Source: an optimization exercise on an open RTL-to-GDS flow (aim: small area and a short achievable clock period). Production flows keep margins and buffers that such runs may drop.
RTL that was checked went through simulation tests only; none was proved equivalent to the original.
Power is estimated from default activity; no workload was simulated.

==> run a: inputs <==
==> flow/design.v <==
package pci_master_pkg;
   localparam int ADDR_W = 32;
   localparam int DATA_W = 32;
   localparam int FIFO_AW = 5;
   localparam int LEN_W = 6;
   localparam int CSR_W = 40;
   localparam int CSR_MABORT = 39;
   localparam int CSR_TABORT = 38;
   typedef enum logic [2:0] {
      ST_IDLE  = 3'd0,
      ST_REQ   = 3'd1,
      ST_READ  = 3'd2,
      ST_WRITE = 3'd3,
      ST_DEAD  = 3'd4,
      ST_DISC  = 3'd5
   } master_state_e;
   typedef enum logic [3:0] {
      CMD_MEM_READ  = 4'd6,
      CMD_MEM_WRITE = 4'd7
   } pci_cmd_e;
endpackage
`timescale 1ns/1ps
module master_fsm (
   input  logic                                CLK,
   input  logic                                reset,
   input  logic                                cmd_req,
   input  logic                                cmd_dir,
   input  logic                                m_data,
   input  logic                                m_data_vld,
   input  logic                                m_src_en,
   input  logic [pci_master_pkg::CSR_W-1:0]    csr,
   input  logic                                last_beat,
   output logic                                cmd_ack,
   output logic                                sts_fatal,
   output logic                                start,
   output logic                                dir,
   output pci_master_pkg::master_state_e       state,
   output logic                                data_fell,
   output logic                                bus_push,
   output logic                                bus_pop,
   output logic                                request,
   output logic                                m_ready
);
   pci_master_pkg::master_state_e state_nxt;
   logic m_data_q;
   logic abort;
   logic burst_full;
   logic in_data;
   assign abort = csr[pci_master_pkg::CSR_MABORT] | csr[pci_master_pkg::CSR_TABORT];
   assign in_data = (state == pci_master_pkg::ST_READ) || (state == pci_master_pkg::ST_WRITE);
   assign start = (state == pci_master_pkg::ST_IDLE) && cmd_req && !cmd_ack;
   assign data_fell = m_data_q & ~m_data;
   assign bus_push = (state == pci_master_pkg::ST_READ) && m_data_vld && !burst_full;
   assign bus_pop = (state == pci_master_pkg::ST_WRITE) && m_src_en && !burst_full;
   always_comb begin
      state_nxt = state;
      case (state)
         pci_master_pkg::ST_IDLE: begin
            if (start)
               state_nxt = pci_master_pkg::ST_REQ;
         end
         pci_master_pkg::ST_REQ: begin
            state_nxt = dir ? pci_master_pkg::ST_WRITE : pci_master_pkg::ST_READ;
         end
         pci_master_pkg::ST_READ, pci_master_pkg::ST_WRITE: begin
            if (data_fell)
               state_nxt = sts_fatal ? pci_master_pkg::ST_DEAD : pci_master_pkg::ST_DISC;
         end
         pci_master_pkg::ST_DEAD, pci_master_pkg::ST_DISC: begin
            if (cmd_ack && !cmd_req)
               state_nxt = pci_master_pkg::ST_IDLE;
         end
         default: state_nxt = pci_master_pkg::ST_IDLE;
      endcase
   end
   always_ff @(posedge CLK or posedge reset) begin
      if (reset) begin
         state <= pci_master_pkg::ST_IDLE;
         m_data_q <= 1'b0;
         request <= 1'b0;
         m_ready <= 1'b0;
         dir <= 1'b0;
      end else begin
         state <= state_nxt;
         m_data_q <= m_data;
         request <= start;
         m_ready <= 1'b1;
         if (start)
            dir <= cmd_dir;
      end
   end
   always_ff @(posedge CLK or posedge reset) begin
      if (reset)
         sts_fatal <= 1'b0;
      else if (start)
         sts_fatal <= 1'b0;
      else if (m_data && abort)
         sts_fatal <= 1'b1;
   end
   always_ff @(posedge CLK or posedge reset) begin
      if (reset)
         burst_full <= 1'b0;
      else if (start)
         burst_full <= 1'b0;
      else if (in_data && m_data_vld && last_beat)
         burst_full <= 1'b1;
   end
   always_ff @(posedge CLK or posedge reset) begin
      if (reset)
         cmd_ack <= 1'b0;
      else if (!cmd_req)
         cmd_ack <= 1'b0;
      else if (state == pci_master_pkg::ST_DEAD || state == pci_master_pkg::ST_DISC)
         cmd_ack <= 1'b1;
   end
endmodule
`timescale 1ns/1ps
module beat_counter (
   input  logic                                CLK,
   input  logic                                reset,
   input  logic                                start,
   input  logic [pci_master_pkg::LEN_W-1:0]    cmd_len,
   input  logic                                m_data_vld,
   input  pci_master_pkg::master_state_e       state,
   output logic                                last_beat,
   output logic                                complete,
   output logic [pci_master_pkg::LEN_W-1:0]    sts_beats
);
   logic [pci_master_pkg::LEN_W-1:0] remaining;
   logic in_data;
   logic beat;
   assign in_data = (state == pci_master_pkg::ST_READ) || (state == pci_master_pkg::ST_WRITE);
   assign beat = in_data && m_data_vld && (remaining != '0);
   always_ff @(posedge CLK or posedge reset) begin
      if (reset) begin
         remaining <= '0;
         sts_beats <= '0;
      end else if (start) begin
         remaining <= cmd_len;
         sts_beats <= '0;
      end else if (beat) begin
         remaining <= remaining - 1'b1;
         sts_beats <= sts_beats + 1'b1;
      end
   end
   assign last_beat = (remaining == 1);
   assign complete = in_data && (remaining <= 1);
endmodule
`timescale 1ns/1ps
module data_fifo (
   input  logic                                CLK,
   input  logic                                reset,
   input  logic                                wr_req,
   input  logic [pci_master_pkg::DATA_W-1:0]   wr_data,
   input  logic                                rd_req,
   input  logic                                bus_push,
   input  logic [pci_master_pkg::DATA_W-1:0]   bus_data,
   input  logic                                bus_pop,
   output logic                                wr_ack,
   output logic                                rd_ack,
   output logic [pci_master_pkg::DATA_W-1:0]   rd_data,
   output logic [pci_master_pkg::DATA_W-1:0]   head_data
);
   localparam int AW = pci_master_pkg::FIFO_AW;
   localparam int SDEPTH = (1 << AW) - 1;
   localparam int DW = pci_master_pkg::DATA_W;
   logic [DW-1:0] mem [SDEPTH];
   logic [DW-1:0] head;
   logic head_vld;
   logic [AW-1:0] wptr;
   logic [AW-1:0] rptr;
   logic wwrap;
   logic rwrap;
   logic st_same;
   logic st_empty;
   logic full;
   logic empty;
   logic user_wr;
   logic user_rd;
   logic push;
   logic pop;
   logic st_wr;
   logic st_rd;
   logic head_from_push;
   logic [DW-1:0] push_data;
   logic [DW-1:0] st_data;
   logic [SDEPTH-1:0] wsel;
   logic [SDEPTH-1:0] rsel;
   assign st_same = (wptr == rptr);
   assign st_empty = st_same && (wwrap == rwrap);
   assign full = head_vld && st_same && (wwrap != rwrap);
   assign empty = !head_vld;
   assign user_wr = wr_req && !wr_ack && !full && !bus_push;
   assign user_rd = rd_req && !rd_ack && !empty && !bus_pop;
   assign push = bus_push || user_wr;
   assign pop = bus_pop || user_rd;
   assign push_data = bus_push ? bus_data : wr_data;
   assign head_from_push = push && (!head_vld || (pop && st_empty));
   assign st_wr = push && head_vld && !(pop && st_empty);
   assign st_rd = pop && !st_empty;
   always_comb begin
      for (int i = 0; i < SDEPTH; i++) begin
         wsel[i] = (wptr == i[AW-1:0]);
         rsel[i] = (rptr == i[AW-1:0]);
      end
   end
   always_comb begin
      st_data = '0;
      for (int i = 0; i < SDEPTH; i++)
         st_data = st_data | (mem[i] & {DW{rsel[i]}});
   end
   for (genvar i = 0; i < SDEPTH; i++) begin : g_word
      always_ff @(posedge CLK) begin
         if (st_wr && wsel[i])
            mem[i] <= push_data;
      end
   end
   always_ff @(posedge CLK) begin
      if (st_rd)
         head <= st_data;
      else if (head_from_push)
         head <= push_data;
   end
   assign head_data = head;
   always_ff @(posedge CLK or posedge reset) begin
      if (reset) begin
         wptr <= '0;
         rptr <= '0;
         wwrap <= 1'b0;
         rwrap <= 1'b0;
         head_vld <= 1'b0;
      end else begin
         if (st_wr) begin
            if (wptr == AW'(SDEPTH - 1)) begin
               wptr <= '0;
               wwrap <= ~wwrap;
            end else begin
               wptr <= wptr + 1'b1;
            end
         end
         if (st_rd) begin
            if (rptr == AW'(SDEPTH - 1)) begin
               rptr <= '0;
               rwrap <= ~rwrap;
            end else begin
               rptr <= rptr + 1'b1;
            end
         end
         if (push && !head_vld)
            head_vld <= 1'b1;
         else if (pop && !push && st_empty)
            head_vld <= 1'b0;
      end
   end
   always_ff @(posedge CLK or posedge reset) begin
      if (reset)
         wr_ack <= 1'b0;
      else if (!wr_req)
         wr_ack <= 1'b0;
      else if (user_wr)
         wr_ack <= 1'b1;
   end
   always_ff @(posedge CLK or posedge reset) begin
      if (reset)
         rd_ack <= 1'b0;
      else if (!rd_req)
         rd_ack <= 1'b0;
      else if (user_rd)
         rd_ack <= 1'b1;
   end
   always_ff @(posedge CLK) begin
      if (user_rd)
         rd_data <= head;
   end
endmodule
`timescale 1ns/1ps
module bus_driver (
   input  logic                                CLK,
   input  logic                                reset,
   input  logic                                start,
   input  logic [pci_master_pkg::ADDR_W-1:0]   cmd_addr,
   input  logic                                dir,
   input  pci_master_pkg::master_state_e       state,
   input  logic                                m_addr_n,
   input  logic                                m_data,
   input  logic                                m_data_vld,
   input  logic [pci_master_pkg::DATA_W-1:0]   head_data,
   output logic [pci_master_pkg::DATA_W-1:0]   adio_in,
   output logic [3:0] m_cbe,
   output logic                                m_wrdn
);
   logic [pci_master_pkg::ADDR_W-1:2] address;
   pci_master_pkg::pci_cmd_e command;
   logic in_data;
   logic drive_wdata;
   assign in_data = (state == pci_master_pkg::ST_READ) || (state == pci_master_pkg::ST_WRITE);
   assign drive_wdata = (state == pci_master_pkg::ST_WRITE) && m_data;
   always_ff @(posedge CLK or posedge reset) begin
      if (reset)
         address <= '0;
      else if (start)
         address <= cmd_addr[pci_master_pkg::ADDR_W-1:2];
      else if (in_data && m_data_vld)
         address <= address + 1'b1;
   end
   assign command = dir ? pci_master_pkg::CMD_MEM_WRITE : pci_master_pkg::CMD_MEM_READ;
   assign m_cbe = !m_addr_n ? command : '0;
   assign m_wrdn = dir;
   always_comb begin
      if (!m_addr_n)
         adio_in = {address, 2'b00};
      else if (drive_wdata)
         adio_in = head_data;
      else
         adio_in = '0;
   end
endmodule
`timescale 1ns/1ps
module pci_master (
   input  logic                                CLK,
   input  logic                                reset,
   input  logic                                cmd_req,
   input  logic                                cmd_dir,
   input  logic [pci_master_pkg::ADDR_W-1:0]   cmd_addr,
   input  logic [pci_master_pkg::LEN_W-1:0]    cmd_len,
   output logic                                cmd_ack,
   output logic                                sts_fatal,
   output logic [pci_master_pkg::LEN_W-1:0]    sts_beats,
   input  logic                                wr_req,
   input  logic [pci_master_pkg::DATA_W-1:0]   wr_data,
   output logic                                wr_ack,
   input  logic                                rd_req,
   output logic                                rd_ack,
   output logic [pci_master_pkg::DATA_W-1:0]   rd_data,
   input  logic [pci_master_pkg::DATA_W-1:0]   adio_out,
   input  logic                                m_data,
   input  logic                                m_data_vld,
   input  logic                                m_addr_n,
   input  logic                                m_src_en,
   input  logic [pci_master_pkg::CSR_W-1:0]    csr,
   output logic [pci_master_pkg::DATA_W-1:0]   adio_in,
   output logic [3:0] m_cbe,
   output logic                                m_wrdn,
   output logic                                request,
   output logic                                complete,
   output logic                                m_ready
);
   logic start;
   logic dir;
   pci_master_pkg::master_state_e state;
   logic last_beat;
   logic bus_push;
   logic bus_pop;
   logic [pci_master_pkg::DATA_W-1:0] head_data;
   master_fsm master_fsm_inst (
      .CLK        (CLK),
      .reset      (reset),
      .cmd_req    (cmd_req),
      .cmd_dir    (cmd_dir),
      .m_data     (m_data),
      .m_data_vld (m_data_vld),
      .m_src_en   (m_src_en),
      .csr        (csr),
      .last_beat  (last_beat),
      .cmd_ack    (cmd_ack),
      .sts_fatal  (sts_fatal),
      .start      (start),
      .dir        (dir),
      .state      (state),
      .data_fell  (),
      .bus_push   (bus_push),
      .bus_pop    (bus_pop),
      .request    (request),
      .m_ready    (m_ready)
   );
   beat_counter beat_counter_inst (
      .CLK        (CLK),
      .reset      (reset),
      .start      (start),
      .cmd_len    (cmd_len),
      .m_data_vld (m_data_vld),
      .state      (state),
      .last_beat  (last_beat),
      .complete   (complete),
      .sts_beats  (sts_beats)
   );
   data_fifo data_fifo_inst (
      .CLK        (CLK),
      .reset      (reset),
      .wr_req     (wr_req),
      .wr_data    (wr_data),
      .rd_req     (rd_req),
      .bus_push   (bus_push),
      .bus_data   (adio_out),
      .bus_pop    (bus_pop),
      .wr_ack     (wr_ack),
      .rd_ack     (rd_ack),
      .rd_data    (rd_data),
      .head_data  (head_data)
   );
   bus_driver bus_driver_inst (
      .CLK        (CLK),
      .reset      (reset),
      .start      (start),
      .cmd_addr   (cmd_addr),
      .dir        (dir),
      .state      (state),
      .m_addr_n   (m_addr_n),
      .m_data     (m_data),
      .m_data_vld (m_data_vld),
      .head_data  (head_data),
      .adio_in    (adio_in),
      .m_cbe      (m_cbe),
      .m_wrdn     (m_wrdn)
   );
endmodule
==> flow/run.sh <==
#!/bin/bash
# synth_recipe.tcl (not shown) runs the flow's synth.tcl, then flattens the netlist and writes it again
# the make line also repeats each setting of config.mk as NAME=value (left out here)
make -C /OpenROAD-flow-scripts/flow DESIGN_CONFIG=/design/flow/config.mk WORK_HOME=/design/flow/orfs CLKGATE_MAP_FILE= SYNTH_SCRIPT=/design/flow/synth_recipe.tcl finish
==> flow/config.mk <==
export PLATFORM = sky130hd
export DESIGN_NAME = pci_master
export DESIGN_NICKNAME = pci_master
export VERILOG_FILES = /design/flow/design.v
export SDC_FILE = /design/flow/constraint.sdc
export NUM_CORES = 4
export LEC_CHECK = 0
export CAP_MARGIN = 20
export CORE_MARGIN = 2
export CORE_UTILIZATION = 40
export SETUP_SLACK_MARGIN = 2.5
export SLEW_MARGIN = 20
==> flow/constraint.sdc <==
create_clock -name core_clock -period 6.0 [get_ports {CLK}]
set_input_delay 1.2000 -clock core_clock [delete_from_list [all_inputs] [get_ports {CLK}]]
set_output_delay 1.2000 -clock core_clock [all_outputs]
set_load 0.01 [all_outputs]
==> run b: changes against run a <==
--- a/flow/design.v
+++ b/flow/design.v
@@ -36,4 +36,4 @@
    output logic                                dir,
-   output pci_master_pkg::master_state_e       state,
-   output logic                                data_fell,
+   output logic                                st_read,
+   output logic                                st_write,
    output logic                                bus_push,
@@ -43,39 +43,23 @@
 );
-   pci_master_pkg::master_state_e state_nxt;
+   logic st_finish;
+   logic idle;
+   logic in_data;
    logic m_data_q;
+   logic data_fell;
    logic abort;
    logic burst_full;
-   logic in_data;
    assign abort = csr[pci_master_pkg::CSR_MABORT] | csr[pci_master_pkg::CSR_TABORT];
-   assign in_data = (state == pci_master_pkg::ST_READ) || (state == pci_master_pkg::ST_WRITE);
-   assign start = (state == pci_master_pkg::ST_IDLE) && cmd_req && !cmd_ack;
+   assign idle = !(request || st_read || st_write || st_finish);
+   assign in_data = st_read || st_write;
+   assign start = idle && cmd_req && !cmd_ack;
    assign data_fell = m_data_q & ~m_data;
-   assign bus_push = (state == pci_master_pkg::ST_READ) && m_data_vld && !burst_full;
-   assign bus_pop = (state == pci_master_pkg::ST_WRITE) && m_src_en && !burst_full;
-   always_comb begin
-      state_nxt = state;
-      case (state)
-         pci_master_pkg::ST_IDLE: begin
-            if (start)
-               state_nxt = pci_master_pkg::ST_REQ;
-         end
-         pci_master_pkg::ST_REQ: begin
-            state_nxt = dir ? pci_master_pkg::ST_WRITE : pci_master_pkg::ST_READ;
-         end
-         pci_master_pkg::ST_READ, pci_master_pkg::ST_WRITE: begin
-            if (data_fell)
-               state_nxt = sts_fatal ? pci_master_pkg::ST_DEAD : pci_master_pkg::ST_DISC;
-         end
-         pci_master_pkg::ST_DEAD, pci_master_pkg::ST_DISC: begin
-            if (cmd_ack && !cmd_req)
-               state_nxt = pci_master_pkg::ST_IDLE;
-         end
-         default: state_nxt = pci_master_pkg::ST_IDLE;
-      endcase
-   end
+   assign bus_push = st_read && m_data_vld && !burst_full;
+   assign bus_pop = st_write && m_src_en && !burst_full;
    always_ff @(posedge CLK or posedge reset) begin
       if (reset) begin
-         state <= pci_master_pkg::ST_IDLE;
-         m_data_q <= 1'b0;
          request <= 1'b0;
+         st_read <= 1'b0;
+         st_write <= 1'b0;
+         st_finish <= 1'b0;
+         m_data_q <= 1'b0;
          m_ready <= 1'b0;
@@ -83,5 +67,7 @@
       end else begin
-         state <= state_nxt;
-         m_data_q <= m_data;
          request <= start;
+         st_read <= (request && !dir) || (st_read && !data_fell);
+         st_write <= (request && dir) || (st_write && !data_fell);
+         st_finish <= (in_data && data_fell) || (st_finish && !(cmd_ack && !cmd_req));
+         m_data_q <= m_data;
          m_ready <= 1'b1;
@@ -112,3 +98,3 @@
          cmd_ack <= 1'b0;
-      else if (state == pci_master_pkg::ST_DEAD || state == pci_master_pkg::ST_DISC)
+      else if (st_finish)
          cmd_ack <= 1'b1;
@@ -123,3 +109,3 @@
    input  logic                                m_data_vld,
-   input  pci_master_pkg::master_state_e       state,
+   input  logic                                in_data,
    output logic                                last_beat,
@@ -129,5 +115,3 @@
    logic [pci_master_pkg::LEN_W-1:0] remaining;
-   logic in_data;
    logic beat;
-   assign in_data = (state == pci_master_pkg::ST_READ) || (state == pci_master_pkg::ST_WRITE);
    assign beat = in_data && m_data_vld && (remaining != '0);
@@ -201,6 +185,10 @@
    always_comb begin
-      for (int i = 0; i < SDEPTH; i++) begin
+      for (int i = 0; i < SDEPTH; i++)
          wsel[i] = (wptr == i[AW-1:0]);
-         rsel[i] = (rptr == i[AW-1:0]);
-      end
+   end
+   always_ff @(posedge CLK or posedge reset) begin
+      if (reset)
+         rsel <= SDEPTH'(1);
+      else if (st_rd)
+         rsel <= {rsel[SDEPTH-2:0], rsel[SDEPTH-1]};
    end
@@ -282,3 +270,4 @@
    input  logic                                dir,
-   input  pci_master_pkg::master_state_e       state,
+   input  logic                                in_data,
+   input  logic                                st_write,
    input  logic                                m_addr_n,
@@ -293,6 +282,2 @@
    pci_master_pkg::pci_cmd_e command;
-   logic in_data;
-   logic drive_wdata;
-   assign in_data = (state == pci_master_pkg::ST_READ) || (state == pci_master_pkg::ST_WRITE);
-   assign drive_wdata = (state == pci_master_pkg::ST_WRITE) && m_data;
    always_ff @(posedge CLK or posedge reset) begin
@@ -311,3 +296,3 @@
          adio_in = {address, 2'b00};
-      else if (drive_wdata)
+      else if (st_write && m_data)
          adio_in = head_data;
@@ -349,3 +334,4 @@
    logic dir;
-   pci_master_pkg::master_state_e state;
+   logic st_read;
+   logic st_write;
    logic last_beat;
@@ -368,4 +354,4 @@
       .dir        (dir),
-      .state      (state),
-      .data_fell  (),
+      .st_read    (st_read),
+      .st_write   (st_write),
       .bus_push   (bus_push),
@@ -381,3 +367,3 @@
       .m_data_vld (m_data_vld),
-      .state      (state),
+      .in_data    (st_read || st_write),
       .last_beat  (last_beat),
@@ -406,3 +392,4 @@
       .dir        (dir),
-      .state      (state),
+      .in_data    (st_read || st_write),
+      .st_write   (st_write),
       .m_addr_n   (m_addr_n),
- CORE_UTILIZATION: 40 -> 50
- CTS_BUF_LIST: unset -> sky130_fd_sc_hd__clkbuf_16
- CTS_CLUSTER_DIAMETER: unset -> 60
- CTS_CLUSTER_SIZE: unset -> 30
- SETUP_SLACK_MARGIN: 2.5 -> 2.9
==> run c: changes against run a <==
--- a/flow/design.v
+++ b/flow/design.v
@@ -36,4 +36,4 @@
    output logic                                dir,
-   output pci_master_pkg::master_state_e       state,
-   output logic                                data_fell,
+   output logic                                st_read,
+   output logic                                st_write,
    output logic                                bus_push,
@@ -43,39 +43,23 @@
 );
-   pci_master_pkg::master_state_e state_nxt;
+   logic st_finish;
+   logic idle;
+   logic in_data;
    logic m_data_q;
+   logic data_fell;
    logic abort;
    logic burst_full;
-   logic in_data;
    assign abort = csr[pci_master_pkg::CSR_MABORT] | csr[pci_master_pkg::CSR_TABORT];
-   assign in_data = (state == pci_master_pkg::ST_READ) || (state == pci_master_pkg::ST_WRITE);
-   assign start = (state == pci_master_pkg::ST_IDLE) && cmd_req && !cmd_ack;
+   assign idle = !(request || st_read || st_write || st_finish);
+   assign in_data = st_read || st_write;
+   assign start = idle && cmd_req && !cmd_ack;
    assign data_fell = m_data_q & ~m_data;
-   assign bus_push = (state == pci_master_pkg::ST_READ) && m_data_vld && !burst_full;
-   assign bus_pop = (state == pci_master_pkg::ST_WRITE) && m_src_en && !burst_full;
-   always_comb begin
-      state_nxt = state;
-      case (state)
-         pci_master_pkg::ST_IDLE: begin
-            if (start)
-               state_nxt = pci_master_pkg::ST_REQ;
-         end
-         pci_master_pkg::ST_REQ: begin
-            state_nxt = dir ? pci_master_pkg::ST_WRITE : pci_master_pkg::ST_READ;
-         end
-         pci_master_pkg::ST_READ, pci_master_pkg::ST_WRITE: begin
-            if (data_fell)
-               state_nxt = sts_fatal ? pci_master_pkg::ST_DEAD : pci_master_pkg::ST_DISC;
-         end
-         pci_master_pkg::ST_DEAD, pci_master_pkg::ST_DISC: begin
-            if (cmd_ack && !cmd_req)
-               state_nxt = pci_master_pkg::ST_IDLE;
-         end
-         default: state_nxt = pci_master_pkg::ST_IDLE;
-      endcase
-   end
+   assign bus_push = st_read && m_data_vld && !burst_full;
+   assign bus_pop = st_write && m_src_en && !burst_full;
    always_ff @(posedge CLK or posedge reset) begin
       if (reset) begin
-         state <= pci_master_pkg::ST_IDLE;
-         m_data_q <= 1'b0;
          request <= 1'b0;
+         st_read <= 1'b0;
+         st_write <= 1'b0;
+         st_finish <= 1'b0;
+         m_data_q <= 1'b0;
          m_ready <= 1'b0;
@@ -83,5 +67,7 @@
       end else begin
-         state <= state_nxt;
-         m_data_q <= m_data;
          request <= start;
+         st_read <= (request && !dir) || (st_read && !data_fell);
+         st_write <= (request && dir) || (st_write && !data_fell);
+         st_finish <= (in_data && data_fell) || (st_finish && !(cmd_ack && !cmd_req));
+         m_data_q <= m_data;
          m_ready <= 1'b1;
@@ -112,3 +98,3 @@
          cmd_ack <= 1'b0;
-      else if (state == pci_master_pkg::ST_DEAD || state == pci_master_pkg::ST_DISC)
+      else if (st_finish)
          cmd_ack <= 1'b1;
@@ -123,3 +109,3 @@
    input  logic                                m_data_vld,
-   input  pci_master_pkg::master_state_e       state,
+   input  logic                                in_data,
    output logic                                last_beat,
@@ -129,5 +115,3 @@
    logic [pci_master_pkg::LEN_W-1:0] remaining;
-   logic in_data;
    logic beat;
-   assign in_data = (state == pci_master_pkg::ST_READ) || (state == pci_master_pkg::ST_WRITE);
    assign beat = in_data && m_data_vld && (remaining != '0);
@@ -201,6 +185,10 @@
    always_comb begin
-      for (int i = 0; i < SDEPTH; i++) begin
+      for (int i = 0; i < SDEPTH; i++)
          wsel[i] = (wptr == i[AW-1:0]);
-         rsel[i] = (rptr == i[AW-1:0]);
-      end
+   end
+   always_ff @(posedge CLK or posedge reset) begin
+      if (reset)
+         rsel <= SDEPTH'(1);
+      else if (st_rd)
+         rsel <= {rsel[SDEPTH-2:0], rsel[SDEPTH-1]};
    end
@@ -282,3 +270,4 @@
    input  logic                                dir,
-   input  pci_master_pkg::master_state_e       state,
+   input  logic                                in_data,
+   input  logic                                st_write,
    input  logic                                m_addr_n,
@@ -293,6 +282,2 @@
    pci_master_pkg::pci_cmd_e command;
-   logic in_data;
-   logic drive_wdata;
-   assign in_data = (state == pci_master_pkg::ST_READ) || (state == pci_master_pkg::ST_WRITE);
-   assign drive_wdata = (state == pci_master_pkg::ST_WRITE) && m_data;
    always_ff @(posedge CLK or posedge reset) begin
@@ -311,3 +296,3 @@
          adio_in = {address, 2'b00};
-      else if (drive_wdata)
+      else if (st_write && m_data)
          adio_in = head_data;
@@ -349,3 +334,4 @@
    logic dir;
-   pci_master_pkg::master_state_e state;
+   logic st_read;
+   logic st_write;
    logic last_beat;
@@ -368,4 +354,4 @@
       .dir        (dir),
-      .state      (state),
-      .data_fell  (),
+      .st_read    (st_read),
+      .st_write   (st_write),
       .bus_push   (bus_push),
@@ -381,3 +367,3 @@
       .m_data_vld (m_data_vld),
-      .state      (state),
+      .in_data    (st_read || st_write),
       .last_beat  (last_beat),
@@ -406,3 +392,4 @@
       .dir        (dir),
-      .state      (state),
+      .in_data    (st_read || st_write),
+      .st_write   (st_write),
       .m_addr_n   (m_addr_n),
- CORE_UTILIZATION: 40 -> 45
- CTS_BUF_LIST: unset -> sky130_fd_sc_hd__clkbuf_16
- CTS_CLUSTER_DIAMETER: unset -> 150
- CTS_CLUSTER_SIZE: unset -> 30
- SETUP_SLACK_MARGIN: 2.5 -> 2.8
==> summary of the runs <==
The lowest critical path depth belongs to run b, the highest to run a.
Area after synthesis is the same in run c and run b.
Of run c and run b, run b has the higher global-route usage (gap 4.8 points).
Worst hold slack: run b > run c > run a.
Flip-flop and latch count: run a is lower than run b (31).
Total power: run a is higher than run b (about 25%).
Count of clock-buffer cells in the layout, highest first: run a, run b, run c.
Clock power: run c < run b < run a.
Run a completed with no timing, DRC or antenna violations. Run b finished with timing, DRC and antenna clean. Run c went through all stages and came out clean.
The highest first-iteration DRC count belongs to run a, the lowest to run b.
Against run a, the design area of run b is smaller by 4.3%.
==> figures <==
quantity	run a	run b	run c
Largest fanout on the critical path	14	8	8
Effective utilization at floorplan	40.2%	50.4%	45.3%
Mapped Nets	2,812	2,692	2,692
Overall Power	24.5 mW	19.7 mW	17.4 mW
Seq. pwr	10.4 mW	10.5 mW	10.4 mW
Reg clk slew, reported paths	0.06 ns	0.07 ns	0.12 ns
Most frequent CP cell	buf_4	buf_12	-
Number of diodes added for antenna fixing	9	2	0
Wire length per cell after detailed routing	36.7 um	36.4 um	34.7 um
CP max stage delay	1.02 ns	0.21 ns	0.19 ns
Area added between synthesis and finish	20.7%	17.2%	14.0%
Post-route worst setup slack	2.46 ns	2.72 ns	2.59 ns
Cell Int Power	16.0 mW	13.6 mW	12.3 mW
Filler instances	8,970	6,360	7,542
Met1 WL	57.9 mm	51.6 mm	51.6 mm
TritonCTS Sinks	1,123	1,154	1,154
Proportion of total power due to net switching	34.8%	30.6%	29.2%
Area share of the leading cell type in the synthesized netlist	72.7%	73.8%	73.8%
Reg-to-Reg End	data_fifo_inst.head[14]	data_fifo_inst.mem[25][3]	data_fifo_inst.mem[3][5]
Status	complete, no violations	complete, no violations	complete, no violations
Arrival time at the worst endpoint	3.97 ns	2.08 ns	2.21 ns
Only the layout flow was run in run a; the RTL was not checked for function there.

## what the ideal ports hide
No port has a modelled driver above. Below, the same layouts with a new extraction and two added sets of constraints. Step 1 (the two cells are an assumption about what drives the block):
set clk [get_ports {CLK}]
set_driving_cell -lib_cell sky130_fd_sc_hd__clkbuf_16 $clk
set_driving_cell -lib_cell sky130_fd_sc_hd__buf_2 [delete_from_list [all_inputs] $clk]
Step 2 times the ports against the registers' clock, not the clock port: input delays grow and output delays shrink by t, the midpoint of the rising clock arrivals with the driver on. Slacks: ideal ports / drivers / drivers and shift; pairs: ideal ports / drivers.
| run | t, ns | setup slack, ns | worst register clock-pin slew, ns |
|---|---|---|---|
| run a | 0.754 | 2.459 / 2.459 / 1.786 | 0.07 / 0.07 |
| run b | 0.716 | 2.723 / 2.677 / 2.106 | 0.10 / 0.10 |
| run c | 0.699 | 2.587 / 2.553 / 2.149 | 0.12 / 0.12 |
After both steps every run listed still meets setup and hold. For run a, which loses most, drivers alone change the setup slack by 0.000 ns; drivers and shift together by -0.673 ns.
